Context: an optimization exercise on an open-source flow, tuned for small area. The choices shown serve that exercise and are no tape-out recipe. Only simulation tests tie the RTL to the original design; equivalence was not proved. Power is estimated from default activity; no workload was simulated.

--- design.v ---
`default_nettype none
package b3cw_pkg;
  localparam int PIX_W          = 8;
  localparam int SUM_W          = 12;
  localparam int CENTER_EXTRA   = 7;
  localparam int NORM_SHIFT     = 4;
  localparam int MAX_WIDTH_DEF  = 256;
  localparam int MAX_HEIGHT     = 4096;
  localparam int MIN_SIZE       = 3;
  localparam int CFG_WIDTH_W    = 9;
  localparam int CFG_HEIGHT_W   = 13;
  localparam int ROW_W          = 13;
  localparam int WIDTH_RESET    = 256;
  localparam int HEIGHT_RESET   = 251;
  localparam int APB_DATA_W     = 32;
  localparam int APB_ADDR_W     = 3;
  localparam logic REG_FRAME_WIDTH  = 1'b0;
  localparam logic REG_FRAME_HEIGHT = 1'b1;
  typedef logic [PIX_W-1:0] pixel_t;
  typedef struct packed {
    logic   shift;
    pixel_t top;
    pixel_t mid;
    pixel_t px;
  } win_in_t;
  typedef struct packed {
    pixel_t center_prev;
    pixel_t blur;
  } win_out_t;
endpackage
`default_nettype wire
`default_nettype none
module b3cw_cell
(
  input  wire logic   clk,
  input  wire logic   shift_en,
  input  wire logic   load_sel,
  input  b3cw_pkg::pixel_t load_data,
  input  b3cw_pkg::pixel_t neighbor_data,
  output b3cw_pkg::pixel_t      q
);
  b3cw_pkg::pixel_t q_r;
  b3cw_pkg::pixel_t q_nxt;
  always_comb begin
    q_nxt = q_r;
    if (shift_en) begin
      q_nxt = load_sel ? load_data : neighbor_data;
    end
  end
  always_ff @(posedge clk) begin
    q_r <= q_nxt;
  end
  assign q = q_r;
endmodule
`default_nettype wire
`default_nettype none
module b3cw_line
#(
  parameter int DEPTH = b3cw_pkg::MAX_WIDTH_DEF
)(
  input  wire logic                     clk,
  input  wire logic                     shift_en,
  input  wire logic [$clog2(DEPTH)-1:0] len_m1,
  input  b3cw_pkg::pixel_t                   data_in,
  output b3cw_pkg::pixel_t                        data_out
);
  localparam int IW = $clog2(DEPTH);
  b3cw_pkg::pixel_t cell_q [DEPTH];
  for (genvar i = 0; i < DEPTH; i++) begin : g_cell
    localparam logic [IW-1:0] POS = IW'(i);
    b3cw_pkg::pixel_t nb;
    if (i == DEPTH - 1) begin : g_end
      assign nb = data_in;
    end else begin : g_mid
      assign nb = cell_q[i+1];
    end
    b3cw_cell u_cell (
      .clk           (clk),
      .shift_en      (shift_en),
      .load_sel      (len_m1 == POS),
      .load_data     (data_in),
      .neighbor_data (nb),
      .q             (cell_q[i])
    );
  end
  assign data_out = cell_q[0];
endmodule
`default_nettype wire
`default_nettype none
module b3cw_window
(
  input  wire logic    clk,
  input  wire logic    rst_n,
  input  b3cw_pkg::win_in_t win_in,
  output b3cw_pkg::win_out_t     win_out
);
  logic [2:0][2:0][b3cw_pkg::PIX_W-1:0] win_r;
  logic [2:0][2:0][b3cw_pkg::PIX_W-1:0] win_nxt;
  logic [b3cw_pkg::SUM_W-1:0] sum;
  always_comb begin
    win_nxt = win_r;
    if (win_in.shift) begin
      for (int r = 0; r < 3; r++) begin
        win_nxt[r][0] = win_r[r][1];
        win_nxt[r][1] = win_r[r][2];
      end
      win_nxt[0][2] = win_in.top;
      win_nxt[1][2] = win_in.mid;
      win_nxt[2][2] = win_in.px;
    end
  end
  always_ff @(posedge clk) begin
    if (!rst_n) begin
      for (int r = 0; r < 3; r++) begin
        for (int k = 0; k < 3; k++) begin
          win_r[r][k] <= '0;
        end
      end
    end else begin
      win_r <= win_nxt;
    end
  end
  always_comb begin
    sum = b3cw_pkg::SUM_W'(win_r[0][1]) + b3cw_pkg::SUM_W'(win_r[0][2]) + b3cw_pkg::SUM_W'(win_in.top)
        + b3cw_pkg::SUM_W'(win_r[1][1]) + b3cw_pkg::SUM_W'(win_r[1][2]) + b3cw_pkg::SUM_W'(win_in.mid)
        + b3cw_pkg::SUM_W'(win_r[2][1]) + b3cw_pkg::SUM_W'(win_r[2][2]) + b3cw_pkg::SUM_W'(win_in.px)
        + b3cw_pkg::SUM_W'(b3cw_pkg::CENTER_EXTRA) * b3cw_pkg::SUM_W'(win_r[1][2]);
  end
  assign win_out.blur        = b3cw_pkg::PIX_W'(sum >> b3cw_pkg::NORM_SHIFT);
  assign win_out.center_prev = win_r[1][2];
endmodule
`default_nettype wire
`default_nettype none
module blur_3x3_center_weighted
#(
  parameter int MAX_WIDTH = b3cw_pkg::MAX_WIDTH_DEF
)(
  input  wire logic                  clk,
  input  wire logic                  rst_n,
  input  wire logic                  in_valid,
  output logic                       in_ready,
  input  wire logic                  in_mode,
  input  wire logic [b3cw_pkg::PIX_W-1:0]      in_pixel_in,
  output logic                       out_valid,
  input  wire logic                  out_ready,
  output logic [b3cw_pkg::PIX_W-1:0]           out_pixel_out,
  output logic                       out_frame_last,
  input  wire logic                  psel,
  input  wire logic                  penable,
  input  wire logic                  pwrite,
  input  wire logic [b3cw_pkg::APB_ADDR_W-1:0] paddr,
  input  wire logic [b3cw_pkg::APB_DATA_W-1:0] pwdata,
  output logic [b3cw_pkg::APB_DATA_W-1:0]      prdata,
  output logic                       pready
);
  localparam int IW   = $clog2(MAX_WIDTH);
  localparam int WW   = $clog2(MAX_WIDTH + 1);
  localparam int CMPW = (WW > b3cw_pkg::CFG_WIDTH_W) ? WW : b3cw_pkg::CFG_WIDTH_W;
  logic [b3cw_pkg::CFG_WIDTH_W-1:0]  width_raw_r,  width_raw_nxt;
  logic [b3cw_pkg::CFG_HEIGHT_W-1:0] height_raw_r, height_raw_nxt;
  logic [IW-1:0]    col_r, col_nxt;
  logic [b3cw_pkg::ROW_W-1:0] row_r, row_nxt;
  logic   out_valid_r, out_valid_nxt;
  b3cw_pkg::pixel_t out_pix_r,   out_pix_nxt;
  logic   out_last_r,  out_last_nxt;
  logic             cfg_wr;
  logic [CMPW-1:0]  width_ext;
  logic [CMPW-1:0]  w_use;
  logic [IW-1:0]    w_m1;
  logic [b3cw_pkg::ROW_W-1:0] h_use;
  logic             fire;
  logic             in_frame;
  logic             step;
  logic             has_out;
  logic             interior;
  logic             last;
  b3cw_pkg::pixel_t           px_eff;
  b3cw_pkg::pixel_t           mid_q;
  b3cw_pkg::pixel_t           top_q;
  b3cw_pkg::win_in_t          win_in;
  b3cw_pkg::win_out_t         win_out;
  assign pready = 1'b1;
  assign cfg_wr = psel && penable && pwrite && pready;
  always_comb begin
    unique case (paddr[2])
      b3cw_pkg::REG_FRAME_WIDTH:  prdata = b3cw_pkg::APB_DATA_W'(width_raw_r);
      b3cw_pkg::REG_FRAME_HEIGHT: prdata = b3cw_pkg::APB_DATA_W'(height_raw_r);
      default:          prdata = '0;
    endcase
  end
  always_comb begin
    width_raw_nxt  = width_raw_r;
    height_raw_nxt = height_raw_r;
    if (cfg_wr) begin
      unique case (paddr[2])
        b3cw_pkg::REG_FRAME_WIDTH:  width_raw_nxt  = pwdata[b3cw_pkg::CFG_WIDTH_W-1:0];
        b3cw_pkg::REG_FRAME_HEIGHT: height_raw_nxt = pwdata[b3cw_pkg::CFG_HEIGHT_W-1:0];
        default: ;
      endcase
    end
  end
  always_comb begin
    width_ext = CMPW'(width_raw_r);
    if (width_ext < CMPW'(b3cw_pkg::MIN_SIZE)) begin
      w_use = CMPW'(b3cw_pkg::MIN_SIZE);
    end else if (width_ext > CMPW'(MAX_WIDTH)) begin
      w_use = CMPW'(MAX_WIDTH);
    end else begin
      w_use = width_ext;
    end
    if (height_raw_r < b3cw_pkg::CFG_HEIGHT_W'(b3cw_pkg::MIN_SIZE)) begin
      h_use = b3cw_pkg::ROW_W'(b3cw_pkg::MIN_SIZE);
    end else if (height_raw_r > b3cw_pkg::CFG_HEIGHT_W'(b3cw_pkg::MAX_HEIGHT)) begin
      h_use = b3cw_pkg::ROW_W'(b3cw_pkg::MAX_HEIGHT);
    end else begin
      h_use = b3cw_pkg::ROW_W'(height_raw_r);
    end
  end
  assign w_m1 = IW'(w_use - CMPW'(1));
  assign in_ready = !out_valid_r || out_ready;
  assign fire     = in_valid && in_ready;
  assign in_frame = row_r < h_use;
  assign step     = fire && !(in_mode && in_frame);
  assign px_eff   = in_frame ? in_pixel_in : '0;
  assign has_out  = !((row_r == '0) || ((row_r == b3cw_pkg::ROW_W'(1)) && (col_r == '0)));
  assign interior = (col_r >= IW'(2)) && (row_r >= b3cw_pkg::ROW_W'(2)) && in_frame;
  assign last     = (row_r == h_use + b3cw_pkg::ROW_W'(1)) && (col_r == '0);
  b3cw_line #(.DEPTH(MAX_WIDTH)) u_line_mid (
    .clk      (clk),
    .shift_en (step),
    .len_m1   (w_m1),
    .data_in  (px_eff),
    .data_out (mid_q)
  );
  b3cw_line #(.DEPTH(MAX_WIDTH)) u_line_top (
    .clk      (clk),
    .shift_en (step),
    .len_m1   (w_m1),
    .data_in  (mid_q),
    .data_out (top_q)
  );
  assign win_in.shift = step;
  assign win_in.top   = top_q;
  assign win_in.mid   = mid_q;
  assign win_in.px    = px_eff;
  b3cw_window u_window (
    .clk     (clk),
    .rst_n   (rst_n),
    .win_in  (win_in),
    .win_out (win_out)
  );
  always_comb begin
    col_nxt = col_r;
    row_nxt = row_r;
    if (cfg_wr) begin
      col_nxt = '0;
      row_nxt = '0;
    end else if (step) begin
      if (has_out && last) begin
        col_nxt = '0;
        row_nxt = '0;
      end else if (col_r == w_m1) begin
        col_nxt = '0;
        row_nxt = row_r + b3cw_pkg::ROW_W'(1);
      end else begin
        col_nxt = col_r + IW'(1);
      end
    end
  end
  always_comb begin
    out_valid_nxt = out_valid_r;
    out_pix_nxt   = out_pix_r;
    out_last_nxt  = out_last_r;
    if (out_valid_r && out_ready) begin
      out_valid_nxt = 1'b0;
    end
    if (step && has_out) begin
      out_valid_nxt = 1'b1;
      out_pix_nxt   = interior ? win_out.blur : win_out.center_prev;
      out_last_nxt  = last;
    end
  end
  always_ff @(posedge clk) begin
    if (!rst_n) begin
      width_raw_r  <= b3cw_pkg::CFG_WIDTH_W'(b3cw_pkg::WIDTH_RESET);
      height_raw_r <= b3cw_pkg::CFG_HEIGHT_W'(b3cw_pkg::HEIGHT_RESET);
      col_r        <= '0;
      row_r        <= '0;
      out_valid_r  <= 1'b0;
    end else begin
      width_raw_r  <= width_raw_nxt;
      height_raw_r <= height_raw_nxt;
      col_r        <= col_nxt;
      row_r        <= row_nxt;
      out_valid_r  <= out_valid_nxt;
    end
  end
  always_ff @(posedge clk) begin
    out_pix_r  <= out_pix_nxt;
    out_last_r <= out_last_nxt;
  end
  assign out_valid      = out_valid_r;
  assign out_pixel_out  = out_pix_r;
  assign out_frame_last = out_last_r;
endmodule
`default_nettype wire
--- run.sh ---
#!/bin/bash
# synth_recipe.tcl (not shown) runs the flow's synth.tcl, then flattens the netlist and writes it again
# the make line also repeats each setting of config.mk as NAME=value (left out here)
make -C /OpenROAD-flow-scripts/flow DESIGN_CONFIG=/design/flow/config.mk WORK_HOME=/design/flow/orfs CLKGATE_MAP_FILE= SYNTH_SCRIPT=/design/flow/synth_recipe.tcl finish
--- config.mk ---
export PLATFORM = sky130hd
export DESIGN_NAME = blur_3x3_center_weighted
export DESIGN_NICKNAME = blur_3x3_center_weighted
export VERILOG_FILES = /design/flow/design.v
export SDC_FILE = /design/flow/constraint.sdc
export NUM_CORES = 4
export LEC_CHECK = 0
export CAP_MARGIN = 20
export CORE_MARGIN = 2
export CORE_UTILIZATION = 40
export SLEW_MARGIN = 20
--- constraint.sdc ---
create_clock -name core_clock -period 10.0 [get_ports {clk}]
set_input_delay 2.0000 -clock core_clock [delete_from_list [all_inputs] [get_ports {clk}]]
set_output_delay 2.0000 -clock core_clock [all_outputs]
set_load 0.01 [all_outputs]
==> impl_results.html, run 1 <==
<table>
<tr><th>Metric</th><th>Value</th></tr>
<tr><th colspan="2">Power</th></tr>
<tr><td>Switching power as a share of total power</td><td>21.67%</td></tr>
<tr><td>Power density over the cells</td><td>191.5 nW/µm²</td></tr>
<tr><td>Portion of total power attributed to sequential cells</td><td>between 50% and 60%</td></tr>
<tr><td>Part of the total power dissipated in combinational logic</td><td>5.3%</td></tr>
<tr><td>Portion of total power attributed to the clock network</td><td>42.3%</td></tr>
<tr><td>Overall power of the completed layout</td><td>38.87 mW</td></tr>
<tr><td>Cell Int Power</td><td>~30 mW</td></tr>
<tr><td>Worst IR drop on VDD</td><td>0.0001592 V</td></tr>
<tr><td>Leak pwr</td><td>65.60 nW</td></tr>
<tr><td>Sw Pwr</td><td>8.421 mW</td></tr>
<tr><th colspan="2">Synthesis</th></tr>
<tr><td>Synth top area share</td><td>67.55%</td></tr>
<tr><td>Synth Area in Adders</td><td>1.093%</td></tr>
<tr><td>Synth Area in XOR/XNOR</td><td>0.2304%</td></tr>
<tr><td>Number of instances in the synthesized netlist</td><td>around 10000</td></tr>
<tr><td>Number of distinct library cells after synthesis</td><td>82</td></tr>
<tr><td>Average cell area after synthesis</td><td>~17 µm²</td></tr>
<tr><td>Number of synthesized register bits</td><td>4197</td></tr>
<tr><td>Yosys warns</td><td>5</td></tr>
<tr><td>Cells taking the most area after synthesis</td><td>sky130_fd_sc_hd__edfxtp_1, sky130_fd_sc_hd__mux2_2, sky130_fd_sc_hd__clkbuf_1, sky130_fd_sc_hd__dfxtp_1, sky130_fd_sc_hd__nand2_1</td></tr>
<tr><td>Post-synthesis compound-gate area fraction</td><td>under 10%</td></tr>
<tr><td>Fraction of the yosys area taken by sequential cells</td><td>68.56%</td></tr>
<tr><td>Dominant cell by count in the synthesized netlist</td><td>sky130_fd_sc_hd__edfxtp_1</td></tr>
<tr><td>Most common flop cell mapped by yosys</td><td>sky130_fd_sc_hd__edfxtp_1</td></tr>
<tr><td>Async set-reset flop share out of synthesis</td><td>0%</td></tr>
<tr><td>Basic-gate share of the synthesized area counting and, or, nand and nor cells</td><td>2.763%</td></tr>
<tr><td>Multiplexer share of the synthesized area</td><td>between 20% and 30%</td></tr>
<tr><td>Cell type contributing the most total cell area after synthesis</td><td>sky130_fd_sc_hd__edfxtp_1</td></tr>
<tr><td>Commonest cells post-synth</td><td>sky130_fd_sc_hd__edfxtp_1, sky130_fd_sc_hd__mux2_2, sky130_fd_sc_hd__clkbuf_1</td></tr>
<tr><td>Synthesized cell area</td><td>182500 µm²</td></tr>
<tr><td>Largest family of logic cells by synthesized area</td><td>multiplexers</td></tr>
<tr><td>Number of synthesized flops with an enable pin</td><td>just over 4000</td></tr>
<tr><th colspan="2">STA</th></tr>
<tr><td>Setup violation total in the final timing report</td><td>0</td></tr>
<tr><td>Setup TNS</td><td>0 ps</td></tr>
<tr><td>Max Clock Skew</td><td>57.78 ps</td></tr>
<tr><td>Number of hold violations in the final report</td><td>0</td></tr>
<tr><td>Setup repair after global routing missed its margin</td><td>false</td></tr>
<tr><td>Max-slew headroom at the worst pin</td><td>21.44%</td></tr>
<tr><td>F_max</td><td>0.1263 GHz</td></tr>
<tr><td>Least-Margin Pin Slew</td><td>1178 ps</td></tr>
<tr><td>Slew Viols, Final</td><td>0</td></tr>
<tr><td>Minimum clock period</td><td>between 7000 and 8000 ps</td></tr>
<tr><td>Fraction of the cycle the final worst path needs</td><td>79.20%</td></tr>
<tr><th colspan="2">Final layout</th></tr>
<tr><td>P&amp;R area growth vs syn</td><td>11.24%</td></tr>
<tr><td>Fraction of final layout cells sized beyond drive strength 1</td><td>45.79%</td></tr>
<tr><td>Number of fill cells</td><td>between 30000 and 40000</td></tr>
<tr><td>Count of nets after finishing</td><td>10490</td></tr>
<tr><th colspan="2">Critical path</th></tr>
<tr><td>Endpoint class of the critical path</td><td>register</td></tr>
<tr><td>Worst path most repeated cell</td><td>sky130_fd_sc_hd__fa_1</td></tr>
<tr><td>Crit Path Max Fanout</td><td>11</td></tr>
<tr><td>CP max stage cell</td><td>sky130_fd_sc_hd__nor2_2</td></tr>
<tr><td>Arrival time at the worst endpoint</td><td>8620 ps</td></tr>
<tr><td>Setup CP Type</td><td>reg -&gt; reg</td></tr>
<tr><td>Data required, critical path</td><td>10700 ps</td></tr>
<tr><td>Longest individual stage delay on the worst path</td><td>630 ps</td></tr>
<tr><td>Nature of the critical path startpoint</td><td>register</td></tr>
<tr><th colspan="2">Die</th></tr>
<tr><td>Die height</td><td>~680 µm</td></tr>
<tr><td>Floorplan core area</td><td>455200 µm²</td></tr>
<tr><td>Number of top-level pins</td><td>95</td></tr>
<tr><td>Die W</td><td>just under 700 µm</td></tr>
<tr><td>Placement row count</td><td>248</td></tr>
<tr><td>Initial standard-cell utilization of the core</td><td>between 40% and 50%</td></tr>
<tr><td>Area enclosed by the die boundary</td><td>461600 µm²</td></tr>
<tr><th colspan="2">Place</th></tr>
<tr><td>Placed wire-length estimate after detailed placement</td><td>about 240000 µm</td></tr>
<tr><td>Count of buffers from port buffering</td><td>53</td></tr>
<tr><td>Final RePlAce weighted congestion</td><td>0.8075</td></tr>
<tr><th colspan="2">Detailed routing</th></tr>
<tr><td>Per-cell routed wire length</td><td>about 26 µm</td></tr>
<tr><td>Count of antenna-violating nets left after detailed routing</td><td>0</td></tr>
<tr><td>Average vias per placed instance</td><td>around 5.4</td></tr>
<tr><td>First DRT Iteration DRCs</td><td>9142</td></tr>
<tr><td>DRC errors left</td><td>0</td></tr>
<tr><td>Total vias in the final route</td><td>89980</td></tr>
<tr><td>1st-pass router iterations</td><td>8</td></tr>
<tr><td>Routed wire length</td><td>roughly 430000 µm</td></tr>
<tr><th colspan="2">CTS</th></tr>
<tr><td>Clock root cell</td><td>sky130_fd_sc_hd__clkbuf_16</td></tr>
<tr><td>Post-cts resize count</td><td>0</td></tr>
<tr><td>H-tree depth</td><td>5</td></tr>
<tr><td>Source-to-sink clock delay at the later pin of the worst-skew pair</td><td>990 ps</td></tr>
<tr><td>Sinks on Clock Net</td><td>roughly 4200</td></tr>
<tr><td>Number of buffers on the longest clock path</td><td>4</td></tr>
<tr><td>Buffers inserted by post-CTS timing repair</td><td>0</td></tr>
<tr><td>CTS Buf Count</td><td>434</td></tr>
<tr><td>Clock slew seen by the registers of the worst setup and hold paths</td><td>60 ps</td></tr>
<tr><td>Number of buffers added to fix hold violations after cts</td><td>0</td></tr>
<tr><td>CTS tree</td><td>done</td></tr>
<tr><th colspan="2">Global route</th></tr>
<tr><td>Maximum number of pins on one net before global-route repair</td><td>192</td></tr>
<tr><td>Total global routing overflow</td><td>0</td></tr>
<tr><td>Vias in the first global route</td><td>92630</td></tr>
<tr><td>Antenna violations before repair</td><td>24</td></tr>
<tr><td>Wire length of the first global-routing pass</td><td>641100 µm</td></tr>
<tr><td>Overall track demand over capacity in global routing</td><td>18.27%</td></tr>
<tr><th colspan="2">Worst hold path</th></tr>
<tr><td>Min-delay worst type</td><td>reg -&gt; reg</td></tr>
<tr><th colspan="2">Run status</th></tr>
<tr><td>Result of the run</td><td>finished clean</td></tr>
<tr><th colspan="2">Run</th></tr>
<tr><td>Max-cap viol count</td><td>0</td></tr>
</table>
area by class of cell:
| type | count | area, µm² | share of cell area [%] |
|---|---|---|---|
| multi-input cells | 5377 | 53490 | 26.35 |
| repair buffers | 200 | 2130 | 1.049 |
| clock buffers | 534 | 11580 | 5.703 |
| well taps | 6000 | 7507 | 3.698 |
| inverters | 103 | 447.9 | 0.2207 |
| flip-flops and latches | 4197 | 125100 | 61.63 |
| diodes | 9 | 22.52 | 0.01109 |
| clock inverters | 261 | 2721 | 1.341 |
layout by cell type (no fill, tap or decap), types with 11 or more instances in the layout:
cell / instances
sky130_fd_sc_hd__o21ai_0: 287
sky130_fd_sc_hd__nor2_2: 138
sky130_fd_sc_hd__conb_1: 20
sky130_fd_sc_hd__nand2_1: 396
sky130_fd_sc_hd__nor2_1: 64
sky130_fd_sc_hd__mux2_2: 3801
sky130_fd_sc_hd__fa_1: 64
sky130_fd_sc_hd__mux2i_1: 53
sky130_fd_sc_hd__ha_1: 57
sky130_fd_sc_hd__dfxtp_1: 92
sky130_fd_sc_hd__clkinv_1: 83
sky130_fd_sc_hd__nor2_4: 85
sky130_fd_sc_hd__clkinv_2: 95
sky130_fd_sc_hd__bufinv_16: 55
sky130_fd_sc_hd__edfxtp_1: 4105
sky130_fd_sc_hd__nand2_2: 33
sky130_fd_sc_hd__nand3_1: 33
sky130_fd_sc_hd__nand2_4: 15
sky130_fd_sc_hd__a21boi_0: 17
sky130_fd_sc_hd__clkinvlp_4: 13
sky130_fd_sc_hd__nor4_1: 11
sky130_fd_sc_hd__mux2_1: 21
sky130_fd_sc_hd__xor2_1: 17
sky130_fd_sc_hd__inv_1: 94
sky130_fd_sc_hd__clkbuf_1: 82
sky130_fd_sc_hd__buf_4: 109
sky130_fd_sc_hd__xnor2_1: 30
sky130_fd_sc_hd__buf_12: 33
sky130_fd_sc_hd__nor2b_1: 56
sky130_fd_sc_hd__a21oi_1: 28
sky130_fd_sc_hd__nor3_1: 12
sky130_fd_sc_hd__clkbuf_16: 449
sky130_fd_sc_hd__clkdlybuf4s50_1: 52
sky130_fd_sc_hd__nand2b_1: 12
sky130_fd_sc_hd__and2_1: 11
worst paths after layout:
check | from | endpoint | slack (ps) | depth (start not counted)
setup / recovery | height_raw_r[6] | out_pix_r[7] | 2080 | 26
hold / removal | u_line_mid.g_cell[32].u_cell.q_r[2] | u_line_mid.g_cell[31].u_cell.q_r[2] | 520 | 2
setup reg to reg | height_raw_r[6] | out_pix_r[7] | 2080 | 26
hold reg to reg | u_line_mid.g_cell[32].u_cell.q_r[2] | u_line_mid.g_cell[31].u_cell.q_r[2] | 520 | 2
state kept, by name, summed over array words and instances (netlist names):
signal / count
col_r: 8
height_raw_r: 13
out_last_r: 1
out_pix_r: 8
out_valid_r: 1
row_r: 13
u_line_mid.g_cell.u_cell.q_r: 2048
u_line_top.g_cell.u_cell.q_r: 2048
u_window.win_r: 48
width_raw_r: 9
cells by family after synthesis:
| family | Yosys count |
|---|---|
| AOI/OAI and AO/OA | 389 |
| adders and majority gates | 121 |
| DFF | 4197 |
| xor gates and xnor gates | 48 |
| other | 2 |
| buffers and inverters | 926 |
| muxes | 3875 |
| and+or+nand+nor | 924 |
per-stage QoR:
| step | worst slack (ps) | instance area [µm²] | hold WS (ps) | instances | util [%] |
|---|---|---|---|---|---|
| floorplan | -3695 | 182600 | 447.9 | 10500 | - |
| global placement | 1770 | 188500 | 500.9 | 15870 | 41.41 |
| detailed placement | 2027 | 188600 | 506.6 | 15880 | 41.44 |
| CTS | 1993 | 202900 | 522.7 | 16670 | 44.58 |
| global route | 1675 | 203000 | 536.0 | 16670 | 44.59 |
| finish | 2080 | 203000 | 517.6 | 16680 | 44.60 |
critical path, delay by kind of cell, from the launching register on:
kind	cells	cell delay (ps)
fa+ha+maj	6	2750
flops	1	420
mux	1	260
compound gates	9	1700
buf+inv	1	40
xor+xnor	1	50
simple gates	8	2440
per-layer routing:
layer | track usage [%] | routed length (µm) | vias to the layer above
li1 | - | - | 39470
met1 | 27.23 | 202400 | 47380
met2 | 28.21 | 197800 | 2563
met3 | 2.573 | 23990 | 558
met4 | 4.420 | 9421 | 0
met5 | 0 | 0 | -
power groups by stage:
| stage | Clock (mW) | Combinational, mW | Sequential, mW |
|---|---|---|---|
| 6_report | 16.5 | 2.07 | 20.3 |
| 3_3_place_gp | 0 | 2.09 | 20.7 |
| 4_1_cts | 16.7 | 2.10 | 20.3 |
| 3_5_place_dp | 0 | 2.08 | 20.7 |
| 5_1_grt | 17.4 | 2.26 | 20.4 |
| 2_1_floorplan | 0 | 1.38 | 20.9 |
==> inputs of run 2 (changes only) <==
--- a/design.v
+++ b/design.v
@@ -32,23 +32,16 @@
 `default_nettype none
 module b3cw_cell
 (
-  input  wire logic   clk,
-  input  wire logic   shift_en,
-  input  wire logic   load_sel,
-  input  b3cw_pkg::pixel_t load_data,
-  input  b3cw_pkg::pixel_t neighbor_data,
-  output b3cw_pkg::pixel_t      q
+  input  wire logic        clk,
+  input  wire logic        shift_en,
+  input  b3cw_pkg::pixel_t d,
+  output b3cw_pkg::pixel_t q
 );
   b3cw_pkg::pixel_t q_r;
-  b3cw_pkg::pixel_t q_nxt;
-  always_comb begin
-    q_nxt = q_r;
+  always_ff @(posedge clk) begin
     if (shift_en) begin
-      q_nxt = load_sel ? load_data : neighbor_data;
-    end
-  end
-  always_ff @(posedge clk) begin
-    q_r <= q_nxt;
+      q_r <= d;
+    end
   end
   assign q = q_r;
 endmodule
@@ -56,78 +49,60 @@
 `default_nettype none
 module b3cw_line
 #(
-  parameter int DEPTH = b3cw_pkg::MAX_WIDTH_DEF
+  parameter int DEPTH = b3cw_pkg::MAX_WIDTH_DEF,
+  parameter int SEG   = 16
 )(
   input  wire logic                     clk,
   input  wire logic                     shift_en,
-  input  wire logic [$clog2(DEPTH)-1:0] len_m1,
-  input  b3cw_pkg::pixel_t                   data_in,
-  output b3cw_pkg::pixel_t                        data_out
-);
-  localparam int IW = $clog2(DEPTH);
+  input  wire logic [DEPTH/SEG-1:0]     seg_sel,
+  input  wire logic [$clog2(SEG)-1:0]   tap_sel,
+  input  b3cw_pkg::pixel_t              data_in,
+  output b3cw_pkg::pixel_t              data_out
+);
   b3cw_pkg::pixel_t cell_q [DEPTH];
   for (genvar i = 0; i < DEPTH; i++) begin : g_cell
-    localparam logic [IW-1:0] POS = IW'(i);
     b3cw_pkg::pixel_t nb;
     if (i == DEPTH - 1) begin : g_end
       assign nb = data_in;
+    end else if ((i % SEG) == SEG - 1) begin : g_entry
+      assign nb = seg_sel[i / SEG] ? data_in : cell_q[i+1];
     end else begin : g_mid
       assign nb = cell_q[i+1];
     end
     b3cw_cell u_cell (
-      .clk           (clk),
-      .shift_en      (shift_en),
-      .load_sel      (len_m1 == POS),
-      .load_data     (data_in),
-      .neighbor_data (nb),
-      .q             (cell_q[i])
+      .clk      (clk),
+      .shift_en (shift_en),
+      .d        (nb),
+      .q        (cell_q[i])
     );
   end
-  assign data_out = cell_q[0];
+  assign data_out = cell_q[tap_sel];
 endmodule
 `default_nettype wire
 `default_nettype none
 module b3cw_window
 (
   input  wire logic    clk,
-  input  wire logic    rst_n,
   input  b3cw_pkg::win_in_t win_in,
   output b3cw_pkg::win_out_t     win_out
 );
-  logic [2:0][2:0][b3cw_pkg::PIX_W-1:0] win_r;
-  logic [2:0][2:0][b3cw_pkg::PIX_W-1:0] win_nxt;
+  logic [9:0] c2_r;
+  logic [8:0] d1_r;
+  b3cw_pkg::pixel_t m1_r;
+  logic [8:0] d0;
   logic [b3cw_pkg::SUM_W-1:0] sum;
-  always_comb begin
-    win_nxt = win_r;
+  assign d0 = {1'b0, win_in.top} + {1'b0, win_in.px};
+  always_ff @(posedge clk) begin
     if (win_in.shift) begin
-      for (int r = 0; r < 3; r++) begin
-        win_nxt[r][0] = win_r[r][1];
-        win_nxt[r][1] = win_r[r][2];
-      end
-      win_nxt[0][2] = win_in.top;
-      win_nxt[1][2] = win_in.mid;
-      win_nxt[2][2] = win_in.px;
-    end
-  end
-  always_ff @(posedge clk) begin
-    if (!rst_n) begin
-      for (int r = 0; r < 3; r++) begin
-        for (int k = 0; k < 3; k++) begin
-          win_r[r][k] <= '0;
-        end
-      end
-    end else begin
-      win_r <= win_nxt;
-    end
-  end
-  always_comb begin
-    sum = b3cw_pkg::SUM_W'(win_r[0][1]) + b3cw_pkg::SUM_W'(win_r[0][2]) + b3cw_pkg::SUM_W'(win_in.top)
-        + b3cw_pkg::SUM_W'(win_r[1][1]) + b3cw_pkg::SUM_W'(win_r[1][2]) + b3cw_pkg::SUM_W'(win_in.mid)
-        + b3cw_pkg::SUM_W'(win_r[2][1]) + b3cw_pkg::SUM_W'(win_r[2][2]) + b3cw_pkg::SUM_W'(win_in.px)
-        + b3cw_pkg::SUM_W'(b3cw_pkg::CENTER_EXTRA) * b3cw_pkg::SUM_W'(win_r[1][2]);
-  end
-  assign win_out.blur        = b3cw_pkg::PIX_W'(sum >> b3cw_pkg::NORM_SHIFT);
-  assign win_out.center_prev = win_r[1][2];
+      c2_r <= {1'b0, d1_r} + {2'b0, m1_r};
+      d1_r <= d0;
+      m1_r <= win_in.mid;
+    end
+  end
+  assign sum = b3cw_pkg::SUM_W'(c2_r) + b3cw_pkg::SUM_W'(d1_r) + b3cw_pkg::SUM_W'(d0)
+             + b3cw_pkg::SUM_W'(win_in.mid) + {1'b0, m1_r, 3'b000};
+  assign win_out.blur        = sum[b3cw_pkg::SUM_W-1:b3cw_pkg::NORM_SHIFT];
+  assign win_out.center_prev = m1_r;
 endmodule
 `default_nettype wire
 `default_nettype none
@@ -225,17 +200,26 @@
   assign has_out  = !((row_r == '0) || ((row_r == b3cw_pkg::ROW_W'(1)) && (col_r == '0)));
   assign interior = (col_r >= IW'(2)) && (row_r >= b3cw_pkg::ROW_W'(2)) && in_frame;
   assign last     = (row_r == h_use + b3cw_pkg::ROW_W'(1)) && (col_r == '0);
+  logic [MAX_WIDTH/16-1:0] seg_sel;
+  logic [3:0]              tap_sel;
+  assign tap_sel = ~w_m1[3:0];
+  always_comb begin
+    seg_sel = '0;
+    seg_sel[w_m1[IW-1:4]] = 1'b1;
+  end
   b3cw_line #(.DEPTH(MAX_WIDTH)) u_line_mid (
     .clk      (clk),
     .shift_en (step),
-    .len_m1   (w_m1),
+    .seg_sel  (seg_sel),
+    .tap_sel  (tap_sel),
     .data_in  (px_eff),
     .data_out (mid_q)
   );
   b3cw_line #(.DEPTH(MAX_WIDTH)) u_line_top (
     .clk      (clk),
     .shift_en (step),
-    .len_m1   (w_m1),
+    .seg_sel  (seg_sel),
+    .tap_sel  (tap_sel),
     .data_in  (mid_q),
     .data_out (top_q)
   );
@@ -245,7 +229,6 @@
   assign win_in.px    = px_eff;
   b3cw_window u_window (
     .clk     (clk),
-    .rst_n   (rst_n),
     .win_in  (win_in),
     .win_out (win_out)
   );
--- a/config.mk
+++ b/config.mk
@@ -8,4 +8,6 @@
 export CAP_MARGIN = 20
 export CORE_MARGIN = 2
 export CORE_UTILIZATION = 40
+export CTS_BUF_LIST = sky130_fd_sc_hd__clkbuf_8
+export CTS_CLUSTER_SIZE = 40
 export SLEW_MARGIN = 20
==> run 2 against run 1 <==
  * Area after synthesis shrank 26%
  * Clock power decreased by 24%
  * Via count is 42% lower
  * Sequential power is essentially flat
  * Largest power group unchanged
  * Critical endpoint unchanged
  * Core utilization increased by 0.94 points
  * Critical path type unchanged
  * Wire length decreased by 50%
  * Combinational power fell by 37%
  * Clock skew is 3.6 ps lower
  * Register-to-register slack worse by 500 ps
  * Largest cell class unchanged
  * Clock-buffer cell count up 104
  * Final cell count down 34%
==> impl_results.html, run 2 <==
<table>
<tr><th>Metric</th><th>Value</th></tr>
<tr><th colspan="2">Place</th></tr>
<tr><td>Count of buffers from port buffering</td><td>53 (unchanged)</td></tr>
<tr><td>Placed wire-length estimate after detailed placement</td><td>107700 µm (-55%)</td></tr>
<tr><td>Final RePlAce weighted congestion</td><td>0.7612 (-5.7%)</td></tr>
<tr><td>Inst Count DP</td><td>9900 (-38%)</td></tr>
<tr><th colspan="2">Global route</th></tr>
<tr><td>Total global routing overflow</td><td>0 (unchanged)</td></tr>
<tr><td>Maximum number of pins on one net before global-route repair</td><td>202 (+5.2%)</td></tr>
<tr><td>Wire length of the first global-routing pass</td><td>321900 µm (-50%)</td></tr>
<tr><td>Antenna violations before repair</td><td>16 (-33%)</td></tr>
<tr><td>Vias in the first global route</td><td>52120 (-44%)</td></tr>
<tr><td>Overall track demand over capacity in global routing</td><td>12.30% (-6.0 points)</td></tr>
<tr><th colspan="2">Critical path</th></tr>
<tr><td>Nature of the critical path startpoint</td><td>register</td></tr>
<tr><td>Setup crit start</td><td>width_raw_r[5]</td></tr>
<tr><td>Startpoint of the worst register-to-register path</td><td>width_raw_r[5]</td></tr>
<tr><td>Setup CP Type</td><td>reg -&gt; reg</td></tr>
<tr><td>End of the worst register-to-register path</td><td>out_pix_r[7]</td></tr>
<tr><td>CP max stage cell</td><td>sky130_fd_sc_hd__nor4_1</td></tr>
<tr><td>Arrival time at the worst endpoint</td><td>9230 ps (+610 ps)</td></tr>
<tr><td>Crit Path Max Fanout</td><td>12 (+1)</td></tr>
<tr><td>Register-to-register setup slack</td><td>1580 ps (-500 ps)</td></tr>
<tr><td>Worst setup path end</td><td>out_pix_r[7]</td></tr>
<tr><td>Longest individual stage delay on the worst path</td><td>850 ps (+220 ps)</td></tr>
<tr><td>Data required, critical path</td><td>10810 ps (+110 ps)</td></tr>
<tr><td>Reg2reg path depth</td><td>30 (+15%)</td></tr>
<tr><td>Endpoint class of the critical path</td><td>register</td></tr>
<tr><th colspan="2">CTS</th></tr>
<tr><td>Source-to-sink clock delay at the later pin of the worst-skew pair</td><td>1110 ps (+120 ps)</td></tr>
<tr><td>H-tree depth</td><td>6 (+1)</td></tr>
<tr><td>Sinks on Clock Net</td><td>4168 (-0.69%)</td></tr>
<tr><td>Number of buffers added to fix hold violations after cts</td><td>0 (unchanged)</td></tr>
<tr><td>CTS Buf Count</td><td>631 (+45%)</td></tr>
<tr><td>Buffers inserted by post-CTS timing repair</td><td>0 (unchanged)</td></tr>
<tr><td>CTS tree</td><td>done</td></tr>
<tr><td>Number of buffers on the longest clock path</td><td>4 (unchanged)</td></tr>
<tr><td>Clock root cell</td><td>sky130_fd_sc_hd__clkbuf_8</td></tr>
<tr><td>Post-cts resize count</td><td>0 (unchanged)</td></tr>
<tr><td>Clock slew seen by the registers of the worst setup and hold paths</td><td>60 ps (about the same)</td></tr>
<tr><th colspan="2">STA</th></tr>
<tr><td>Slew Viols, Final</td><td>0 (unchanged)</td></tr>
<tr><td>Number of hold violations in the final report</td><td>0 (unchanged)</td></tr>
<tr><td>Max-slew headroom at the worst pin</td><td>18.54% (-2.9 points)</td></tr>
<tr><td>Minimum hold slack</td><td>363.0 ps (-154.6 ps)</td></tr>
<tr><td>F_max</td><td>0.1188 GHz (-5.9%)</td></tr>
<tr><td>Max Clock Skew</td><td>54.22 ps (-3.563 ps)</td></tr>
<tr><td>Setup violation total in the final timing report</td><td>0 (unchanged)</td></tr>
<tr><td>Setup repair after global routing missed its margin</td><td>false</td></tr>
<tr><td>Fraction of the cycle the final worst path needs</td><td>84.20% (+5.0 points)</td></tr>
<tr><td>Minimum clock period</td><td>8420 ps (+499.8 ps)</td></tr>
<tr><td>Least-Margin Pin Slew</td><td>1222 ps (+43.64 ps)</td></tr>
<tr><td>Setup TNS</td><td>0 ps (unchanged)</td></tr>
<tr><th colspan="2">Power</th></tr>
<tr><td>Power density over the cells</td><td>225.5 nW/µm² (+18%)</td></tr>
<tr><td>Worst IR drop on VDD</td><td>0.0001213 V (-24%)</td></tr>
<tr><td>Leak pwr</td><td>49.94 nW (-24%)</td></tr>
<tr><td>Overall power of the completed layout</td><td>34.26 mW (-12%)</td></tr>
<tr><th colspan="2">Synthesis</th></tr>
<tr><td>Number of instances in the synthesized netlist</td><td>5480 (-48%)</td></tr>
<tr><td>Number of distinct library cells after synthesis</td><td>91 (+11%)</td></tr>
<tr><td>Synth top area share</td><td>92.26% (+25 points)</td></tr>
<tr><td>Cell type contributing the most total cell area after synthesis</td><td>sky130_fd_sc_hd__edfxtp_1</td></tr>
<tr><td>Multiplexer share of the synthesized area</td><td>1.819% (-22 points)</td></tr>
<tr><td>Fraction of the yosys area taken by sequential cells</td><td>92.92% (+24 points)</td></tr>
<tr><td>Synthesized cell area</td><td>134200 µm² (-26%)</td></tr>
<tr><td>Number of synthesized flops with an enable pin</td><td>4124 (+0.46%)</td></tr>
<tr><td>Average cell area after synthesis</td><td>24.49 µm² (+41%)</td></tr>
<tr><td>Yosys warns</td><td>5 (unchanged)</td></tr>
<tr><td>Dominant cell by count in the synthesized netlist</td><td>sky130_fd_sc_hd__edfxtp_1</td></tr>
<tr><td>Most common flop cell mapped by yosys</td><td>sky130_fd_sc_hd__edfxtp_1</td></tr>
<tr><td>Commonest cells post-synth</td><td>sky130_fd_sc_hd__edfxtp_1, sky130_fd_sc_hd__nand2_1, sky130_fd_sc_hd__mux2_2</td></tr>
<tr><td>Post-synthesis compound-gate area fraction</td><td>1.633% (+0.42 points)</td></tr>
<tr><td>Largest family of logic cells by synthesized area</td><td>multiplexers</td></tr>
<tr><td>Basic-gate share of the synthesized area counting and, or, nand and nor cells</td><td>1.671% (-1.1 points)</td></tr>
<tr><td>Cells taking the most area after synthesis</td><td>sky130_fd_sc_hd__edfxtp_1, sky130_fd_sc_hd__mux2_2, sky130_fd_sc_hd__dfxtp_1, sky130_fd_sc_hd__ha_1, sky130_fd_sc_hd__nand2_1</td></tr>
<tr><td>Number of synthesized register bits</td><td>4168 (-0.69%)</td></tr>
<tr><td>Synth Area in Adders</td><td>0.8501% (-0.24 points)</td></tr>
<tr><td>Async set-reset flop share out of synthesis</td><td>0% (unchanged)</td></tr>
<tr><td>Synth Area in XOR/XNOR</td><td>0.4363% (+0.21 points)</td></tr>
<tr><th colspan="2">Die</th></tr>
<tr><td>Placement row count</td><td>212 (-15%)</td></tr>
<tr><td>Die W</td><td>583.3 µm (-14%)</td></tr>
<tr><td>Area enclosed by the die boundary</td><td>340200 µm² (-26%)</td></tr>
<tr><td>Initial standard-cell utilization of the core</td><td>40.22% (+0.14 points)</td></tr>
<tr><td>Die height</td><td>583.3 µm (-14%)</td></tr>
<tr><td>Number of top-level pins</td><td>95 (unchanged)</td></tr>
<tr><td>Floorplan core area</td><td>333700 µm² (-27%)</td></tr>
<tr><th colspan="2">Final layout</th></tr>
<tr><td>Count of nets after finishing</td><td>6278 (-40%)</td></tr>
<tr><td>Number of fill cells</td><td>27410 (-29%)</td></tr>
<tr><td>Fraction of final layout cells sized beyond drive strength 1</td><td>16.26% (-30 points)</td></tr>
<tr><td>Non-filler cells, final</td><td>11030 (-34%)</td></tr>
<tr><td>Largest registers in the final layout</td><td>u_line_mid.g_cell.u_cell.q_r: 2048 flops, u_line_top.g_cell.u_cell.q_r: 2048 flops</td></tr>
<tr><td>P&amp;R area growth vs syn</td><td>13.19%</td></tr>
<tr><td>Final core utilization</td><td>45.53% (+0.94 points)</td></tr>
<tr><td>Most common library cell in the layout ignoring fill and taps</td><td>sky130_fd_sc_hd__edfxtp_1</td></tr>
<tr><td>Most frequent cells in the layout</td><td>sky130_fd_sc_hd__edfxtp_1, sky130_fd_sc_hd__clkbuf_8, sky130_fd_sc_hd__inv_1</td></tr>
<tr><th colspan="2">Run</th></tr>
<tr><td>Max-cap viol count</td><td>0 (unchanged)</td></tr>
<tr><th colspan="2">Detailed routing</th></tr>
<tr><td>Total vias in the final route</td><td>52280 (-42%)</td></tr>
<tr><td>Average vias per placed instance</td><td>4.739 (-12%)</td></tr>
<tr><td>First DRT Iteration DRCs</td><td>5778 (-37%)</td></tr>
<tr><td>Count of antenna-violating nets left after detailed routing</td><td>0 (unchanged)</td></tr>
<tr><td>1st-pass router iterations</td><td>6 (-2)</td></tr>
<tr><td>Routed wire length</td><td>216100 µm (-50%)</td></tr>
<tr><td>Per-cell routed wire length</td><td>19.59 µm (-25%)</td></tr>
<tr><td>DRC errors left</td><td>0 (unchanged)</td></tr>
<tr><th colspan="2">Run status</th></tr>
<tr><td>Result of the run</td><td>finished clean</td></tr>
<tr><th colspan="2">Worst hold path</th></tr>
<tr><td>Min-delay worst type</td><td>reg -&gt; reg</td></tr>
</table>
-- run 2: cell families (layout without fill, tap and decap cells) --
logic type,Yosys count,after routing
fa+ha+maj,81,81
compound gates,314,314
buf+inv,192,1335
simple gates,446,446
other cells,2,24
xor+xnor,60,60
mux,217,217
flops,4168,4168
-- run 2: cell type report --
type / instances / area (µm²) / share of cell area, %
Clock buffer: 638 / 8781 / 5.780
Sequential cell: 4168 / 124700 / 82.09
Timing Repair Buffer: 135 / 1425 / 0.9380
Antenna cell: 4 / 10.01 / 0.006588
Multi-Input combinational cell: 1138 / 8753 / 5.762
Inverter: 72 / 289.0 / 0.1902
Clock inverter: 490 / 2462 / 1.621
Tap cell: 4387 / 5489 / 3.613
-- run 2: how the worst min path moves through the flow --
| stage | start | end | depth (start not counted) |
|---|---|---|---|
| after floorplan | u_line_mid.g_cell[101].u_cell.q_r[0] | u_line_mid.g_cell[100].u_cell.q_r[0] | 0 |
| final | u_line_top.g_cell[114].u_cell.q_r[1] | u_line_top.g_cell[113].u_cell.q_r[1] | 0 |
| after detailed placement | u_line_mid.g_cell[106].u_cell.q_r[4] | u_line_mid.g_cell[105].u_cell.q_r[4] | 0 |
| after CTS | u_line_top.g_cell[88].u_cell.q_r[1] | u_line_top.g_cell[87].u_cell.q_r[1] | 0 |
| after global routing | u_line_mid.g_cell[245].u_cell.q_r[6] | u_line_mid.g_cell[244].u_cell.q_r[6] | 0 |
| after global placement | u_line_mid.g_cell[255].u_cell.q_r[3] | u_line_mid.g_cell[254].u_cell.q_r[3] | 0 |
-- run 2: through the flow --
stage	setup WS, ps	area [µm²]
final	1580	151900
after detailed placement	1606	140700
after global placement	1776	140700
after global routing	1040	151900
after floorplan	-3609	134300
after CTS	1611	151900
-- run 2: where the power goes --
part	switching, mW	internal (mW)	total [mW]
registers	0.255	20.2	20.4
logic	0.922	0.385	1.31
clock network	6.33	6.19	12.5
total	7.51	26.8	34.3
-- run 2: critical path: cells and delay by family, from the launching register on --
kind	cells	cell delay (ps)
XOR/XNOR	2	450
multiplexers	1	90
adder cells (fa/ha/maj)	6	2160
buffers and inverters	4	940
AO/OA/AOI/OAI	11	2250
flip-flops	1	450
AND/OR/NAND/NOR	6	1800
-- run 2: per-layer routing --
metal	track usage, %	routed length [µm]
met5	0	34
met4	4.288	5131
met3	2.419	11090
met2	17.17	92240
met1	19.17	107600
==> inputs of run 3 (changes only) <==
--- a/config.mk
+++ b/config.mk
@@ -8,6 +8,4 @@
 export CAP_MARGIN = 20
 export CORE_MARGIN = 2
 export CORE_UTILIZATION = 40
-export CTS_BUF_LIST = sky130_fd_sc_hd__clkbuf_8
-export CTS_CLUSTER_SIZE = 40
 export SLEW_MARGIN = 20
==> run 3 against run 2 <==
  * Largest cell class unchanged
  * Register-to-register slack improved by 80 ps
  * Non-clock buffer count unchanged
  * Area after synthesis is the same
  * Flip-flop and latch count unchanged
  * Clock skew grew 18 ps
  * Combinational power about the same
  * Sequential power barely moved
  * Clock power is 19% higher
==> impl_results.html, run 3 <==
<table>
<tr><th>Metric</th><th>Value</th></tr>
<tr><th colspan="2">Synthesis</th></tr>
<tr><td>Fraction of the yosys area taken by sequential cells</td><td>92.92% (unchanged)</td></tr>
<tr><td>Number of synthesized flops with an enable pin</td><td>4124 (unchanged)</td></tr>
<tr><td>Commonest cells post-synth</td><td>sky130_fd_sc_hd__edfxtp_1, sky130_fd_sc_hd__nand2_1, sky130_fd_sc_hd__mux2_2</td></tr>
<tr><td>Number of instances in the synthesized netlist</td><td>5480 (unchanged)</td></tr>
<tr><td>Number of synthesized register bits</td><td>4168 (unchanged)</td></tr>
<tr><td>Cell type contributing the most total cell area after synthesis</td><td>sky130_fd_sc_hd__edfxtp_1</td></tr>
<tr><td>Cells taking the most area after synthesis</td><td>sky130_fd_sc_hd__edfxtp_1, sky130_fd_sc_hd__mux2_2, sky130_fd_sc_hd__dfxtp_1, sky130_fd_sc_hd__ha_1, sky130_fd_sc_hd__nand2_1</td></tr>
<tr><td>Most common flop cell mapped by yosys</td><td>sky130_fd_sc_hd__edfxtp_1</td></tr>
<tr><td>Number of distinct library cells after synthesis</td><td>91 (unchanged)</td></tr>
<tr><td>Dominant cell by count in the synthesized netlist</td><td>sky130_fd_sc_hd__edfxtp_1</td></tr>
<tr><td>Async set-reset flop share out of synthesis</td><td>0% (unchanged)</td></tr>
<tr><td>Average cell area after synthesis</td><td>24.49 µm² (unchanged)</td></tr>
<tr><td>Yosys warns</td><td>5 (unchanged)</td></tr>
<tr><td>Synthesized cell area</td><td>134200 µm² (unchanged)</td></tr>
<tr><td>Synth top area share</td><td>92.26% (unchanged)</td></tr>
<tr><th colspan="2">CTS</th></tr>
<tr><td>Source-to-sink clock delay at the later pin of the worst-skew pair</td><td>900 ps (-210 ps)</td></tr>
<tr><td>Clock slew seen by the registers of the worst setup and hold paths</td><td>60 ps (about the same)</td></tr>
<tr><td>Number of buffers on the longest clock path</td><td>4 (unchanged)</td></tr>
<tr><td>Sinks on Clock Net</td><td>4168 (unchanged)</td></tr>
<tr><td>CTS Buf Count</td><td>399 (-37%)</td></tr>
<tr><td>Clock root cell</td><td>sky130_fd_sc_hd__clkbuf_16</td></tr>
<tr><td>Post-cts resize count</td><td>0 (unchanged)</td></tr>
<tr><td>Buffers inserted by post-CTS timing repair</td><td>0 (unchanged)</td></tr>
<tr><td>H-tree depth</td><td>5 (-1)</td></tr>
<tr><td>Number of buffers added to fix hold violations after cts</td><td>0 (unchanged)</td></tr>
<tr><td>CTS tree</td><td>done</td></tr>
<tr><th colspan="2">Critical path</th></tr>
<tr><td>Setup CP Type</td><td>reg -&gt; reg</td></tr>
<tr><td>Startpoint of the worst register-to-register path</td><td>width_raw_r[5]</td></tr>
<tr><td>Setup crit start</td><td>width_raw_r[5]</td></tr>
<tr><td>Crit Path Max Fanout</td><td>12 (unchanged)</td></tr>
<tr><td>Longest individual stage delay on the worst path</td><td>800 ps (-50 ps)</td></tr>
<tr><td>Endpoint class of the critical path</td><td>register</td></tr>
<tr><td>CP max stage cell</td><td>sky130_fd_sc_hd__nor4_1</td></tr>
<tr><td>Arrival time at the worst endpoint</td><td>8950 ps (-280 ps)</td></tr>
<tr><td>Data required, critical path</td><td>10610 ps (-200 ps)</td></tr>
<tr><td>Nature of the critical path startpoint</td><td>register</td></tr>
<tr><th colspan="2">STA</th></tr>
<tr><td>Least setup slack across all paths after layout</td><td>1660 ps (+79.94 ps)</td></tr>
<tr><td>Setup TNS</td><td>0 ps (unchanged)</td></tr>
<tr><td>Minimum clock period</td><td>8340 ps (-79.94 ps)</td></tr>
<tr><td>Fraction of the cycle the final worst path needs</td><td>83.40% (-0.80 points)</td></tr>
<tr><td>Minimum hold slack</td><td>361.2 ps (-1.803 ps)</td></tr>
<tr><td>Slew Viols, Final</td><td>0 (unchanged)</td></tr>
<tr><td>Max Clock Skew</td><td>72.21 ps (+17.99 ps)</td></tr>
<tr><td>Setup repair after global routing missed its margin</td><td>false</td></tr>
<tr><td>Setup violation total in the final timing report</td><td>0 (unchanged)</td></tr>
<tr><td>Number of hold violations in the final report</td><td>0 (unchanged)</td></tr>
<tr><td>F_max</td><td>0.1199 GHz (+0.96%)</td></tr>
<tr><td>Max-slew headroom at the worst pin</td><td>24.35% (+5.8 points)</td></tr>
<tr><td>Least-Margin Pin Slew</td><td>1135 ps (-87.23 ps)</td></tr>
<tr><th colspan="2">Detailed routing</th></tr>
<tr><td>Total vias in the final route</td><td>51020 (-2.4%)</td></tr>
<tr><td>DRC errors left</td><td>0 (unchanged)</td></tr>
<tr><td>Per-cell routed wire length</td><td>19.89 µm (+1.5%)</td></tr>
<tr><td>Count of antenna-violating nets left after detailed routing</td><td>0 (unchanged)</td></tr>
<tr><td>1st-pass router iterations</td><td>5 (-1)</td></tr>
<tr><td>Routed wire length</td><td>211400 µm (-2.1%)</td></tr>
<tr><td>Average vias per placed instance</td><td>4.799 (+1.3%)</td></tr>
<tr><td>First DRT Iteration DRCs</td><td>5787 (+0.16%)</td></tr>
<tr><th colspan="2">Run</th></tr>
<tr><td>Max-cap viol count</td><td>0 (unchanged)</td></tr>
<tr><th colspan="2">Global route</th></tr>
<tr><td>Antenna violations before repair</td><td>19 (+3)</td></tr>
<tr><td>Maximum number of pins on one net before global-route repair</td><td>202 (unchanged)</td></tr>
<tr><td>Wire length of the first global-routing pass</td><td>314400 µm (-2.4%)</td></tr>
<tr><td>Overall track demand over capacity in global routing</td><td>12.03% (-0.27 points)</td></tr>
<tr><td>Vias in the first global route</td><td>49770 (-4.5%)</td></tr>
<tr><td>Total global routing overflow</td><td>0 (unchanged)</td></tr>
<tr><th colspan="2">Place</th></tr>
<tr><td>Final RePlAce weighted congestion</td><td>0.7612 (unchanged)</td></tr>
<tr><td>Placed wire-length estimate after detailed placement</td><td>107700 µm (unchanged)</td></tr>
<tr><td>Post-place setup slack</td><td>1606 ps (unchanged)</td></tr>
<tr><td>Inst Count DP</td><td>9900 (unchanged)</td></tr>
<tr><td>Count of buffers from port buffering</td><td>53 (unchanged)</td></tr>
<tr><th colspan="2">Final layout</th></tr>
<tr><td>Fraction of final layout cells sized beyond drive strength 1</td><td>14.10% (-2.2 points)</td></tr>
<tr><td>Sequential cell area</td><td>124700 µm² (unchanged)</td></tr>
<tr><td>Most common library cell in the layout ignoring fill and taps</td><td>sky130_fd_sc_hd__edfxtp_1</td></tr>
<tr><td>Most frequent cells in the layout</td><td>sky130_fd_sc_hd__edfxtp_1, sky130_fd_sc_hd__clkbuf_16, sky130_fd_sc_hd__nand2_1</td></tr>
<tr><td>Largest registers in the final layout</td><td>u_line_mid.g_cell.u_cell.q_r: 2048 flops, u_line_top.g_cell.u_cell.q_r: 2048 flops</td></tr>
<tr><td>Non-filler cells, final</td><td>10630 (-3.6%)</td></tr>
<tr><td>P&amp;R area growth vs syn</td><td>14.54%</td></tr>
<tr><td>Count of nets after finishing</td><td>6046 (-3.7%)</td></tr>
<tr><td>Number of fill cells</td><td>27000 (-1.5%)</td></tr>
<tr><td>Multi-input gate area in the final layout</td><td>8753 µm² (unchanged)</td></tr>
<tr><th colspan="2">Die</th></tr>
<tr><td>Placement row count</td><td>212 (unchanged)</td></tr>
<tr><td>Area enclosed by the die boundary</td><td>340200 µm² (unchanged)</td></tr>
<tr><td>Die W</td><td>583.3 µm (unchanged)</td></tr>
<tr><td>Die height</td><td>583.3 µm (unchanged)</td></tr>
<tr><td>Floorplan core area</td><td>333700 µm² (unchanged)</td></tr>
<tr><td>Number of top-level pins</td><td>95 (unchanged)</td></tr>
<tr><td>Initial standard-cell utilization of the core</td><td>40.22% (unchanged)</td></tr>
<tr><th colspan="2">Power</th></tr>
<tr><td>Worst IR drop on VDD</td><td>0.0001594 V (+31%)</td></tr>
<tr><td>Power density over the cells</td><td>238.5 nW/µm² (+5.8%)</td></tr>
<tr><td>Overall power of the completed layout</td><td>36.67 mW (+7.0%)</td></tr>
<tr><td>Leak pwr</td><td>49.85 nW (-0.17%)</td></tr>
<tr><th colspan="2">Run status</th></tr>
<tr><td>Result of the run</td><td>finished clean</td></tr>
<tr><th colspan="2">Worst hold path</th></tr>
<tr><td>Min-delay src</td><td>u_line_mid.g_cell[246].u_cell.q_r[6]</td></tr>
<tr><td>Min-delay worst type</td><td>reg -&gt; reg</td></tr>
</table>
run 3: cell types whose count changed in the layout (fill, tap and decap cells not counted), moves of 10 or more:
| cell | delta |
|---|---|
| sky130_fd_sc_hd__inv_1 | -198 |
| sky130_fd_sc_hd__clkbuf_1 | +80 |
| sky130_fd_sc_hd__inv_6 | -10 |
| sky130_fd_sc_hd__bufinv_16 | +42 |
| sky130_fd_sc_hd__clkinv_2 | +10 |
| sky130_fd_sc_hd__clkinv_1 | -83 |
| sky130_fd_sc_hd__clkbuf_8 | -637 |
| sky130_fd_sc_hd__clkbuf_16 | +410 |
run 3: layout make-up:
| cell class | count | share of cell area, % |
|---|---|---|
| multi-input combinational | 1138 | 5.694 |
| inverter | 72 | 0.1880 |
| clock inverter | 236 | 1.615 |
| tap | 4387 | 3.570 |
| timing repair buffer | 135 | 0.9270 |
| antenna | 4 | 0.006511 |
| sequential | 4168 | 81.12 |
| clock buffer | 491 | 6.878 |
run 3: critical path, delay by kind of cell (launching register included):
kind                     cells  cell delay (ps)
buffers and inverters        4              950
multiplexers                 1               90
flip-flops                   1              460
AO/OA/AOI/OAI               11             2260
AND/OR/NAND/NOR              6             1730
XOR/XNOR                     2              450
adder cells (fa/ha/maj)      6             2140
run 3: final timing paths:
kind         slack, ps  cells past startpoint                                    to
max               1660                     30                          out_pix_r[7]
min                360                      0  u_line_mid.g_cell[245].u_cell.q_r[6]
max reg2reg       1660                     30                          out_pix_r[7]
min reg2reg        360                      0  u_line_mid.g_cell[245].u_cell.q_r[6]
run 3: cell families (layout without fill, tap and decap cells):
kind of cell,count (synthesis),in the layout,synth area share [%]
compound gates,314,314,1.633
buf+inv,192,934,0.6665
flops,4168,4168,92.92
xor+xnor,60,60,0.4363
other cells,2,24,0.005595
fa+ha+maj,81,81,0.8501
simple gates,446,446,1.671
mux,217,217,1.819
run 3: per-stage QoR:
| step | utilization [%] | area, µm² |
|---|---|---|
| final | 46.07 | 153700 |
| after global routing | 46.07 | 153700 |
| after CTS | 46.07 | 153700 |
| after detailed placement | 42.16 | 140700 |
| after global placement | 42.16 | 140700 |
| after floorplan | - | 134300 |
run 3: routing by layer:
layer  up-vias  share of wire (%)  GRT usage [%]
li1      22750                  -              -
met1     26700                 50          19.07
met3       374                5.0          1.911
met2      1193                 43          17.00
met4         0                2.4          3.668
met5         -                  0              0
run 3: where the power goes:
part,total (mW),internal [mW],switching (mW)
Sequential,20.4,20.2,0.255
Clock,14.9,8.80,6.14
Combinational,1.31,0.385,0.922
Total,36.7,29.4,7.32
==> inputs of run 4 (changes only) <==
--- a/design.v
+++ b/design.v
@@ -33,15 +33,12 @@
 module b3cw_cell
 (
   input  wire logic        clk,
-  input  wire logic        shift_en,
   input  b3cw_pkg::pixel_t d,
   output b3cw_pkg::pixel_t q
 );
   b3cw_pkg::pixel_t q_r;
   always_ff @(posedge clk) begin
-    if (shift_en) begin
-      q_r <= d;
-    end
+    q_r <= d;
   end
   assign q = q_r;
 endmodule
@@ -60,23 +57,24 @@
   output b3cw_pkg::pixel_t              data_out
 );
   b3cw_pkg::pixel_t cell_q [DEPTH];
+  b3cw_pkg::pixel_t tap_q;
   for (genvar i = 0; i < DEPTH; i++) begin : g_cell
-    b3cw_pkg::pixel_t nb;
+    b3cw_pkg::pixel_t nb_n;
     if (i == DEPTH - 1) begin : g_end
-      assign nb = data_in;
+      assign nb_n = ~data_in;
     end else if ((i % SEG) == SEG - 1) begin : g_entry
-      assign nb = seg_sel[i / SEG] ? data_in : cell_q[i+1];
+      assign nb_n = seg_sel[i / SEG] ? ~data_in : cell_q[i+1];
     end else begin : g_mid
-      assign nb = cell_q[i+1];
+      assign nb_n = cell_q[i+1];
     end
     b3cw_cell u_cell (
       .clk      (clk),
-      .shift_en (shift_en),
-      .d        (nb),
+      .d        (shift_en ? ~nb_n : cell_q[i]),
       .q        (cell_q[i])
     );
   end
-  assign data_out = cell_q[tap_sel];
+  assign tap_q    = cell_q[tap_sel];
+  assign data_out = tap_sel[0] ? tap_q : ~tap_q;
 endmodule
 `default_nettype wire
 `default_nettype none
--- a/config.mk
+++ b/config.mk
@@ -5,7 +5,9 @@
 export SDC_FILE = /design/flow/constraint.sdc
 export NUM_CORES = 4
 export LEC_CHECK = 0
+export ABC_AREA = 1
 export CAP_MARGIN = 20
 export CORE_MARGIN = 2
 export CORE_UTILIZATION = 40
 export SLEW_MARGIN = 20
+export SYNTH_HIERARCHICAL = 1
==> run 4 against run 3 <==
  * Final area decreased by 1.6%
  * First-iteration DRC count increased by 3.1%
  * Worst hold slack improved by 43 ps
  * Synthesized cell count increased to 2.8 times the previous value
  * Largest cell class unchanged
==> impl_results.html, run 4 <==
<table>
<tr><th>Metric</th><th>Value</th></tr>
<tr><th colspan="2">Worst hold path</th></tr>
<tr><td>Min-delay src</td><td>u_line_top.g_cell[133].u_cell.q_r[5]</td></tr>
<tr><td>Min-delay worst type</td><td>reg -&gt; reg</td></tr>
<tr><td>Number of cells on the worst hold path</td><td>1 (+1)</td></tr>
<tr><td>Worst hold endpoint</td><td>u_line_top.g_cell[132].u_cell.q_r[5]</td></tr>
<tr><th colspan="2">Place</th></tr>
<tr><td>Final RePlAce weighted congestion</td><td>0.8137 (+6.9%)</td></tr>
<tr><td>Inst Count DP</td><td>18980 (+92%)</td></tr>
<tr><td>Post-place instance area</td><td>137200 µm² (-2.5%)</td></tr>
<tr><td>Placed wire-length estimate after detailed placement</td><td>127100 µm (+18%)</td></tr>
<tr><th colspan="2">Synthesis</th></tr>
<tr><td>Yosys warns</td><td>11 (+6)</td></tr>
<tr><td>Synthesized cell area</td><td>134100 µm² (about the same)</td></tr>
<tr><td>Average cell area after synthesis</td><td>8.675 µm² (-65%)</td></tr>
<tr><th colspan="2">Die</th></tr>
<tr><td>Die height</td><td>583.0 µm (about the same)</td></tr>
<tr><td>Floorplan core area</td><td>333700 µm² (unchanged)</td></tr>
<tr><td>Initial standard-cell utilization of the core</td><td>40.19% (about the same)</td></tr>
<tr><td>Number of top-level pins</td><td>95 (unchanged)</td></tr>
<tr><td>Area enclosed by the die boundary</td><td>339900 µm² (about the same)</td></tr>
<tr><td>Die W</td><td>583.0 µm (about the same)</td></tr>
<tr><td>Placement row count</td><td>212 (unchanged)</td></tr>
<tr><th colspan="2">Critical path</th></tr>
<tr><td>Endpoint class of the critical path</td><td>register</td></tr>
<tr><td>CP max stage cell</td><td>sky130_fd_sc_hd__inv_1</td></tr>
<tr><td>Longest individual stage delay on the worst path</td><td>790 ps (about the same)</td></tr>
<tr><td>Nature of the critical path startpoint</td><td>register</td></tr>
<tr><td>Startpoint of the worst register-to-register path</td><td>width_raw_r[8]</td></tr>
<tr><td>Setup CP Type</td><td>reg -&gt; reg</td></tr>
<tr><td>End of the worst register-to-register path</td><td>out_pix_r[7]</td></tr>
<tr><td>Largest delay contributor family on the critical path</td><td>adder cells</td></tr>
<tr><td>Reg2reg path depth</td><td>28 (-6.7%)</td></tr>
<tr><td>Data required, critical path</td><td>10620 ps (about the same)</td></tr>
<tr><td>Arrival time at the worst endpoint</td><td>7520 ps (-1430 ps)</td></tr>
<tr><th colspan="2">Power</th></tr>
<tr><td>Worst IR drop on VDD</td><td>0.0001568 V (-1.6%)</td></tr>
<tr><td>Power density over the cells</td><td>287.4 nW/µm² (+20%)</td></tr>
<tr><td>Leak pwr</td><td>64.67 nW (+30%)</td></tr>
<tr><th colspan="2">Run status</th></tr>
<tr><td>Result of the run</td><td>finished clean</td></tr>
<tr><th colspan="2">Global route</th></tr>
<tr><td>Wire length of the first global-routing pass</td><td>389400 µm (+24%)</td></tr>
<tr><td>Antenna violations before repair</td><td>3 (-16)</td></tr>
<tr><td>Maximum number of pins on one net before global-route repair</td><td>324 (+60%)</td></tr>
<tr><td>Total global routing overflow</td><td>0 (unchanged)</td></tr>
<tr><td>Overall track demand over capacity in global routing</td><td>13.27% (+1.2 points)</td></tr>
<tr><th colspan="2">CTS</th></tr>
<tr><td>Clock root cell</td><td>sky130_fd_sc_hd__clkbuf_16</td></tr>
<tr><td>Number of buffers on the longest clock path</td><td>4 (unchanged)</td></tr>
<tr><td>Sinks on Clock Net</td><td>4176 (+0.19%)</td></tr>
<tr><td>CTS tree</td><td>done</td></tr>
<tr><td>H-tree depth</td><td>5 (unchanged)</td></tr>
<tr><td>CTS Buf Count</td><td>411 (+3.0%)</td></tr>
<tr><td>Number of buffers added to fix hold violations after cts</td><td>0 (unchanged)</td></tr>
<tr><td>Source-to-sink clock delay at the later pin of the worst-skew pair</td><td>910 ps (about the same)</td></tr>
<tr><th colspan="2">Final layout</th></tr>
<tr><td>Most frequent cells in the layout</td><td>sky130_fd_sc_hd__nand2_1, sky130_fd_sc_hd__dfxtp_1, sky130_fd_sc_hd__o21ai_0</td></tr>
<tr><td>Most common library cell in the layout ignoring fill and taps</td><td>sky130_fd_sc_hd__nand2_1</td></tr>
<tr><td>Number of fill cells</td><td>32420 (+20%)</td></tr>
<tr><td>Fraction of final layout cells sized beyond drive strength 1</td><td>5.814% (-8.3 points)</td></tr>
<tr><td>Final core utilization</td><td>45.33% (-0.75 points)</td></tr>
<tr><td>Count of nets after finishing</td><td>15130 (+150%)</td></tr>
<tr><td>Non-filler cells, final</td><td>19730 (+86%)</td></tr>
<tr><th colspan="2">STA</th></tr>
<tr><td>Setup repair after global routing missed its margin</td><td>false</td></tr>
<tr><td>Fraction of the cycle the final worst path needs</td><td>69.03% (-14 points)</td></tr>
<tr><td>Setup violation total in the final timing report</td><td>0 (unchanged)</td></tr>
<tr><td>Minimum clock period</td><td>6903 ps (-1437 ps)</td></tr>
<tr><td>Slew Viols, Final</td><td>0 (unchanged)</td></tr>
<tr><td>F_max</td><td>0.1449 GHz (+21%)</td></tr>
<tr><td>Max Clock Skew</td><td>67.71 ps (-4.506 ps)</td></tr>
<tr><td>Setup TNS</td><td>0 ps (unchanged)</td></tr>
<tr><td>Max-slew headroom at the worst pin</td><td>28.13% (+3.8 points)</td></tr>
<tr><td>Number of hold violations in the final report</td><td>0 (unchanged)</td></tr>
<tr><td>Least-Margin Pin Slew</td><td>1078 ps (-56.76 ps)</td></tr>
<tr><th colspan="2">Detailed routing</th></tr>
<tr><td>Per-cell routed wire length</td><td>11.66 µm (-41%)</td></tr>
<tr><td>Count of antenna-violating nets left after detailed routing</td><td>0 (unchanged)</td></tr>
<tr><td>1st-pass router iterations</td><td>5 (unchanged)</td></tr>
<tr><td>Total vias in the final route</td><td>90100 (+77%)</td></tr>
<tr><td>First DRT Iteration DRCs</td><td>5967 (+3.1%)</td></tr>
<tr><td>Average vias per placed instance</td><td>4.566 (-4.8%)</td></tr>
<tr><th colspan="2">Run</th></tr>
<tr><td>Max-cap viol count</td><td>0 (unchanged)</td></tr>
</table>
[run 4: where the power goes]
group / switching [mW] / internal, mW
clock network: 6.26 / 9.40
registers: 1.91 / 20.8
logic: 2.98 / 2.13
total: 11.1 / 32.3
[run 4: worst register-to-register path, delay by kind of cell (launching register included)]
kind / cells / cell delay (ps)
AO/OA/AOI/OAI: 2 / 600
multiplexers: 1 / 260
flip-flops: 1 / 400
AND/OR/NAND/NOR: 12 / 1200
adder cells (fa/ha/maj): 5 / 2480
buffers and inverters: 8 / 1720
[run 4: cell type report]
type	count	area, µm²	share of cell area, %
multi-input cells	9990	45110	29.82
flip-flops and latches	4176	83960	55.51
clock inverters	153	1849	1.223
well taps	4387	5489	3.629
diodes	3	7.507	0.004964
inverters	268	1028	0.6800
repair buffers	157	1590	1.051
clock buffers	597	12210	8.076
[run 4: stage by stage]
stage / total power, mW / hold slack, ps
global route: 46.32 / 409.0
global placement: 27.99 / 422.4
floorplan: 26.67 / 413.6
detailed placement: 28.19 / 429.4
finish: 43.47 / 404.5
CTS: 44.14 / 399.7
[run 4: per-layer routing]
metal / vias to the layer above / routed length, µm / track usage, %
li1: 49790 / - / -
met1: 39060 / 119400 / 18.03
met2: 877 / 96470 / 21.57
met3: 366 / 8902 / 2.349
met4: 0 / 5337 / 3.779
met5: - / 0 / 0
[run 4: how the worst max path moves through the flow]
| stage | startpoint | end | slack [ps] | cells past startpoint |
|---|---|---|---|---|
| 2_1_floorplan | width_raw_r[4] | out_pix_r[7] | 3980 | 37 |
| 3_3_place_gp | width_raw_r[2] | out_pix_r[7] | 3120 | 31 |
| 3_5_place_dp | width_raw_r[8] | out_pix_r[7] | 3110 | 28 |
| 4_1_cts | width_raw_r[8] | out_pix_r[7] | 3070 | 28 |
| 5_1_grt | width_raw_r[4] | out_pix_r[7] | 2490 | 31 |
| 6_report | width_raw_r[8] | out_pix_r[7] | 3100 | 28 |

Re-timed with assumed drivers on the ports (clkbuf_16 on the clock, buf_2 on other inputs), run 4 has 3.097 ns of setup slack against 3.097 ns with ideal ports, and 3.097 ns once port delays also move by the mid clock arrival of 0.974 ns.
